Context: an optimization exercise on an open-source flow, tuned for small area and a short achievable clock period. The choices shown serve that exercise and are no tape-out recipe. Only simulation tests tie the RTL to the original design; equivalence was not proved. No activity file was given, so power comes from the tool's default toggle rates.

==> module fifo16_out, before the edit <==
module fifo16_out (
	input  logic       clk,
	input  logic       reset_L,
	input  logic       i_wr,
	input  logic [3:0] i_wr_data,
	input  logic       i_rd,
	input  logic [3:0] i_af,
	input  logic       i_af_wr,
	input  logic [3:0] i_af_wdata,
	output logic [3:0] o_head,
	output logic       o_empty,
	output logic       o_af,
	output logic       o_underrun
);
	logic [3:0] head;
	logic [3:0] body [16-1];
	logic [4:0] fill;
	logic [4:0] fill_next;
	logic [3:0] bidx;
	logic       empty;
	logic       af;
	logic       underrun;
	logic       b_empty;
	logic       rd_ok;
	logic       up;
	logic       dn;
	logic       af_up;
	logic       af_hold;
	logic       af_dn;
	assign b_empty = (fill[4:1] == 4'd0);
	assign rd_ok   = i_rd && !empty;
	assign up      = i_wr && !rd_ok;
	assign dn      = rd_ok && !i_wr;
	assign bidx    = 4'(fill - 5'd2);
	always_ff @(posedge clk) begin
		if (i_wr && !empty) begin
			body[0] <= i_wr_data;
			for (int k = 1; k < 16-1; k++)
				body[k] <= body[k-1];
		end
	end
	always_ff @(posedge clk) begin
		if (rd_ok && !b_empty)
			head <= body[bidx];
		else if (i_wr && (empty || rd_ok))
			head <= i_wr_data;
	end
	assign fill_next = up ? fill + 5'd1 : dn ? fill - 5'd1 : fill;
	assign af_up   = ({1'b0, fill} + 6'd1 >= {2'b0, i_af});
	assign af_hold = (fill >= {1'b0, i_af});
	assign af_dn   = (fill > {1'b0, i_af});
	always_ff @(posedge clk) begin
		if (!reset_L) begin
			fill     <= 5'd0;
			empty    <= 1'b1;
			af       <= 1'b0;
			underrun <= 1'b0;
		end else begin
			fill  <= fill_next;
			empty <= (fill_next == 5'd0);
			if (i_af_wr)
				af <= (fill_next >= {1'b0, i_af_wdata});
			else
				af <= up ? af_up : dn ? af_dn : af_hold;
			if (i_rd)
				underrun <= empty;
		end
	end
	assign o_head     = head;
	assign o_empty    = empty;
	assign o_af       = af;
	assign o_underrun = underrun;
endmodule
clock: 5.0 ns
lec_check: 0
cap_margin: 20
core_margin: 2
core_utilization: 45
cts_buf_list: sky130_fd_sc_hd__clkbuf_8
cts_cluster_diameter: 50
cts_cluster_size: 16
place_density: 0.6
setup_slack_margin: 2.2
slew_margin: 20
standard.sh (not shown) runs the stock make flow with config.mk's settings and CLKGATE_MAP_FILE= SYNTH_SCRIPT=/design/flow/synth_recipe.tcl, a recipe that flattens the netlist after the stock synthesis.
==> flow/flow/run.sh <==
#!/bin/bash
# Standard synthesis, then the combinational logic re-mapped by ABC with a
# delay target (registers untouched), then the standard layout steps.
set -euo pipefail
W=$(pwd)
R=$W/orfs/results/$FLOW_PLATFORM/flow_switch_top/base
LIB=$FLOW_HOME/platforms/sky130hd/lib/sky130_fd_sc_hd__tt_025C_1v80.lib
DELAY=${REMAP_DELAY_PS:-2000}
bash standard.sh synth > $W/synth.log 2>&1
cp $R/1_2_yosys.v $W/std_synth.v
sed -e "s|@LIB@|$LIB|g" -e "s|@IN@|$W/std_synth.v|g" -e "s|@OUT@|$W/remap.v|g" \
    -e "s|@DELAY@|$DELAY|g" -e "s|@CONSTR@|$W/flow/abc.constr|g" -e "s|@RDSCRIPT@|$W/flow/rdcone.abc|g" flow/remap.ys.in > $W/remap.ys
yosys -s $W/remap.ys > $W/remap.log 2>&1
cp $W/remap.v $R/1_2_yosys.v
rm -f $R/1_synth.odb $R/1_synth.sdc
bash standard.sh MATCH_CELL_FOOTPRINT=0 'BUFFER_PORTS_ARGS=-buffer_cell sky130_fd_sc_hd__buf_2' finish > $W/finish.log 2>&1
Other scripts of this flow, unchanged in this note and not shown: flow/flow/abc.constr, flow/flow/rdcone.abc, flow/flow/remap.ys.in
The first run completed without violations.
Then changed:
--- a/flow/design.v
+++ b/flow/design.v
@@ -351,11 +351,9 @@
 	logic       b_empty;
 	logic       rd_ok;
 	logic       up;
 	logic       dn;
-	logic       af_up;
-	logic       af_hold;
-	logic       af_dn;
+	logic [3:0] af_next;
 	assign b_empty = (fill[4:1] == 4'd0);
 	assign rd_ok   = i_rd && !empty;
 	assign up      = i_wr && !rd_ok;
 	assign dn      = rd_ok && !i_wr;
@@ -373,11 +371,9 @@
 		else if (i_wr && (empty || rd_ok))
 			head <= i_wr_data;
 	end
 	assign fill_next = up ? fill + 5'd1 : dn ? fill - 5'd1 : fill;
-	assign af_up   = ({1'b0, fill} + 6'd1 >= {2'b0, i_af});
-	assign af_hold = (fill >= {1'b0, i_af});
-	assign af_dn   = (fill > {1'b0, i_af});
+	assign af_next = i_af_wr ? i_af_wdata : i_af;
 	always_ff @(posedge clk) begin
 		if (!reset_L) begin
 			fill     <= 5'd0;
 			empty    <= 1'b1;
@@ -385,12 +381,9 @@
 			underrun <= 1'b0;
 		end else begin
 			fill  <= fill_next;
 			empty <= (fill_next == 5'd0);
-			if (i_af_wr)
-				af <= (fill_next >= {1'b0, i_af_wdata});
-			else
-				af <= up ? af_up : dn ? af_dn : af_hold;
+			af    <= (fill_next >= {1'b0, af_next});
 			if (i_rd)
 				underrun <= empty;
 		end
 	end
Via count came out lower by a few percent.
Routed wire length falls by a few percent.
Count of clock-buffer cells in the layout shrinks by 6.
Combinational power hardly moves.
Critical path depth went up by 1.
Register-to-register slack barely changes.
Design area falls slightly.
Cell count came out lower by a few percent.
Core utilization is about the same.
Global-route usage went down by 0.67 points.
Area after synthesis falls slightly.

[separate check: timing with driven ports]
Ports are ideal in the flow. The routed layouts listed here were re-timed in OpenROAD. Step 1 (the two cells are an assumption about what drives the block):
set clk [get_ports {clk}]
set_driving_cell -lib_cell sky130_fd_sc_hd__clkbuf_16 $clk
set_driving_cell -lib_cell sky130_fd_sc_hd__buf_2 [delete_from_list [all_inputs] $clk]
Step 2, shift: input delay + t, output delay - t, t = (earliest + latest rising clock arrival at the registers) / 2. This alone moves slack from input paths to output paths. Slacks: ideal ports / drivers / drivers and shift; pairs: ideal ports / drivers.
run	shift t [ns]	setup WS [ns]	hold slack, ns	worst setup path at the end	worst register clock-pin slew, ns
the first run	0.742	2.105 / 2.072 / 1.867	0.419 / 0.419 / 0.419	input to register	0.10 / 0.10
the second run	0.738	2.095 / 1.956 / 1.683	0.429 / 0.429 / 0.429	input to register	0.11 / 0.11
After both steps every run listed still meets setup and hold. For the second run, which loses most, drivers alone change the setup slack by -0.139 ns; drivers and shift together by -0.412 ns.
